This design comes from an exercise in tuning for a short achievable clock period and few clock cycles per item on the open sky130 flow, not from production work.
In this exercise RTL edits were held to simulation tests only and were not proved equivalent to the original.
The flow treats the clock pin as an ideal source, which a real chip does not have.
Power is estimated from default activity; no workload was simulated.

Setup of the previous run:
==> flow/design.v (excerpt) <==
module dma_stream_top
(
  input  logic       CLK0,
  input  logic       RST0,
  input  dma_pkg::dma_cmd_t   req_cmd,
  input  logic       req_valid,
  output logic       req_ready,
  output logic       req_busy,
  output dma_pkg::ext_burst_t ext_burst,
  input  logic       ext_ready,
  input  dma_pkg::data_t      ext_read_data,
  input  logic       ext_read_empty,
  output logic       ext_read_deq,
  output dma_pkg::data_t      ext_write_data,
  output logic       ext_write_enq,
  input  logic       ext_write_almost_full,
  input  dma_pkg::data_t      core_read_data,
  input  logic       core_read_empty,
  output logic       core_read_enable,
  output dma_pkg::data_t      core_write_data,
  output logic       core_write_enable,
  input  logic       core_write_almost_full
);
Size in the first run: about 7000 cells after synthesis, ~250 I/O pins, roughly 85000 sq um of cells after synthesis.
==> module cmd_fifo, before the edit <==
module cmd_fifo
(
  input  logic     CLK0,
  input  logic     RST0,
  input  logic     req_valid,
  input  dma_pkg::dma_cmd_t req_cmd,
  output logic     req_ready,
  input  logic     deq,         
  output dma_pkg::qcmd_t dout,
  output logic     empty,
  output logic     busy         
);
  localparam int D = dma_pkg::CMD_SLOTS;
  logic              in_v;
  logic              in_ok;      
  dma_pkg::dma_cmd_t in_cmd;
  dma_pkg::blen_t    in_rem;
  dma_pkg::blen_t    in_cap;
  logic              in_big;
  logic              in_fits;
  logic              q_v;
  logic              q_ok;       
  dma_pkg::qcmd_t    in_q;
  dma_pkg::qcmd_t    head;
  dma_pkg::blen_t    rem;
  dma_pkg::blen_t    cap;
  logic              big;
  logic [D-1:0]      fill;
  logic [D-1:0]      fill_nx;
  logic              none;
  logic              push;
  logic              pop;
  assign rem  = dma_pkg::blen_t'({1'b0, ~req_cmd.ext_addr[9:2]}) + 1'b1;
  assign cap  = (req_cmd.ext_addr[11:10] == 2'b11) ? rem : dma_pkg::blen_t'(256);
  assign big  = (req_cmd.word_size[dma_pkg::W_EXT_A:dma_pkg::W_BLEN] != '0);
  assign in_fits = !in_big && (in_cmd.word_size[dma_pkg::W_BLEN-1:0] <= in_cap);
  always_ff @(posedge CLK0) begin
    if (RST0) begin
      in_v  <= 1'b0;
      in_ok <= 1'b0;
      q_v   <= 1'b0;
      q_ok  <= 1'b0;
    end else begin
      in_v  <= req_valid;
      in_ok <= req_valid && (req_cmd.word_size != '0) &&
               (req_cmd.read_enable || req_cmd.write_enable);
      q_v   <= in_v;
      q_ok  <= in_ok;
    end
    in_cmd <= req_cmd;
    in_rem <= rem;
    in_cap <= cap;
    in_big <= big;
    in_q   <= {in_cmd.ext_addr[dma_pkg::W_EXT_A-1:dma_pkg::ADDR_OFFSET],
               in_cmd.write_enable,
               in_cmd.word_size,
               in_big,
               in_rem,
               in_cap,
               in_fits,
               in_fits ? in_cmd.word_size[dma_pkg::W_BLEN-1:0] : in_cap};
  end
  assign pop  = deq && !none;
  assign push = q_ok && !(deq && none);
  sr_fifo #(.W(dma_pkg::W_QCMD), .D(D)) u_q (
    .CLK0    (CLK0),
    .RST0    (RST0),
    .push    (push),
    .din     (in_q),
    .pop     (pop),
    .head    (head),
    .head_nx (),
    .fill    (fill),
    .fill_nx (fill_nx),
    .none    (none)
  );
  assign dout  = none ? in_q : head;
  assign empty = none && !q_ok;
  always_ff @(posedge CLK0) begin
    if (RST0) req_ready <= 1'b0;
    else      req_ready <= !fill_nx[D-4];
  end
  assign busy = in_v || q_v || !none;
endmodule
clock: 5.5 ns
lec_check: 0
abc_clock_period_in_ps: 1500
cap_margin: 20
core_margin: 2
core_utilization: 50
setup_slack_margin: 3.3
slew_margin: 20
synth_hierarchical: 1
synth_minimum_keep_size: 0
standard.sh (not shown) runs the stock make flow with config.mk's settings and CLKGATE_MAP_FILE= SYNTH_SCRIPT=/design/flow/synth_recipe.tcl, a recipe that flattens the netlist after the stock synthesis.
==> flow/flow/run.sh <==
#!/bin/bash
# The standard layout, with one extra step after clock tree synthesis:
# flow/fix_io.tcl resizes the cells on the worst paths from input ports and
# to output ports (see that file). Make's output goes to make.log; each
# ORFS step keeps its own log under orfs/logs/.
set -euo pipefail
POST_CTS_TCL="$PWD/flow/fix_io.tcl" bash standard.sh finish > make.log 2>&1
Other scripts of this flow, unchanged in this note and not shown: flow/flow/fix_io.tcl
Testbench counts of the previous run, summed over its fixed seeds: cycles 17,352, words 25,338.
Edits applied to the flow inputs when going from the previous run to the current run:
--- a/flow/design.v
+++ b/flow/design.v
@@ -4,7 +4,8 @@
   localparam int ADDR_OFFSET   = 2;    
   localparam int W_WA          = W_EXT_A - ADDR_OFFSET;   
   localparam int W_BLEN        = 9;    
-  localparam int CMD_SLOTS    = 6;
+  localparam int CMD_AW       = 3;
+  localparam int CMD_SLOTS    = 1 << CMD_AW;
   localparam int W_OWED       = 14;
   localparam int W_QCMD       = W_WA + 1 + W_EXT_A + 1 + 1 + 1 + 3 * W_BLEN;   
   localparam int RD_BUF       = 12;     
@@ -65,8 +66,6 @@
   dma_pkg::blen_t    rem;
   dma_pkg::blen_t    cap;
   logic              big;
-  logic [D-1:0]      fill;
-  logic [D-1:0]      fill_nx;
   logic              none;
   logic              push;
   logic              pop;
@@ -100,26 +99,37 @@
                in_fits,
                in_fits ? in_cmd.word_size[dma_pkg::W_BLEN-1:0] : in_cap};
   end
+  typedef logic [dma_pkg::CMD_AW-1:0] ptr_t;
+  typedef logic [dma_pkg::CMD_AW:0]   cnt_t;
+  logic [dma_pkg::W_QCMD-1:0] mem [0:D-1];
+  ptr_t  head_p;
+  ptr_t  tail_p;
+  cnt_t  used;
+  cnt_t  used_nx;
   assign pop  = deq && !none;
   assign push = q_ok && !(deq && none);
-  sr_fifo #(.W(dma_pkg::W_QCMD), .D(D)) u_q (
-    .CLK0    (CLK0),
-    .RST0    (RST0),
-    .push    (push),
-    .din     (in_q),
-    .pop     (pop),
-    .head    (head),
-    .head_nx (),
-    .fill    (fill),
-    .fill_nx (fill_nx),
-    .none    (none)
-  );
-  assign dout  = none ? in_q : head;
-  assign empty = none && !q_ok;
   always_ff @(posedge CLK0) begin
-    if (RST0) req_ready <= 1'b0;
-    else      req_ready <= !fill_nx[D-4];
+    if (push) mem[tail_p] <= in_q;
   end
+  assign used_nx = used + cnt_t'(push) - cnt_t'(pop);
+  always_ff @(posedge CLK0) begin
+    if (RST0) begin
+      head_p    <= '0;
+      tail_p    <= '0;
+      used      <= '0;
+      none      <= 1'b1;
+      req_ready <= 1'b0;
+    end else begin
+      if (pop)  head_p <= head_p + 1'b1;
+      if (push) tail_p <= tail_p + 1'b1;
+      used <= used_nx;
+      none <= (used_nx == '0);
+      req_ready <= (used_nx <= cnt_t'(D - 4));
+    end
+  end
+  assign head  = mem[head_p];
+  assign dout  = none ? in_q : head;
+  assign empty = none && !q_ok;
   assign busy = in_v || q_v || !none;
 endmodule
 module burst_planner
==> results.txt <==
- The current run has via count of the first global-routing pass below what the previous run had.
- Sort the previous run and the current run by power share of the clock group asc -> top: the current run
- The half-perimeter wire length after placement reported for the current run is smaller than that of the previous run by 1.4%.
- Floorplan check, the current run vs the previous run: die outline larger in the current run
- Re number of failing hold endpoints at the final stage: no difference whatsoever between the current run and the previous run.
- Measured against the current run, the number of design-rule violations left by the first detailed-router iteration of the previous run comes out at 0.931 times the reference value.
- Fraction of layout instances using a drive strength above 1 came out higher on the current run than on the previous run.
- Wire: the current run routes more than the previous run
- | worst setup slack | higher: the previous run |
Testbench counts of the current run, summed over its fixed seeds: cycles 17,352, words 25,338.

-- port drivers added, routing unchanged --
Ports are ideal in the flow. The routed layouts listed here were re-timed in OpenROAD. Step 1 sets driving cells, clkbuf_16 on the clock port and buf_2 on the other inputs (assumed; they add their load-dependent delay and slew). Step 2, shift: input delay + t, output delay - t, t = (earliest + latest rising clock arrival at the registers) / 2. This alone moves slack from input paths to output paths. Three values: ideal ports, drivers, drivers and shift; two values: the first two.
run	t, ns	setup slack, ns	cell pins on the clock port's net
the previous run	0.909	2.979 / 2.929 / 2.424	1
the current run	0.930	2.968 / 2.896 / 2.384	1
After both steps setup and hold are still met in every run listed. For the current run, which loses most, drivers alone change the setup slack by -0.072 ns; drivers and shift together by -0.584 ns.
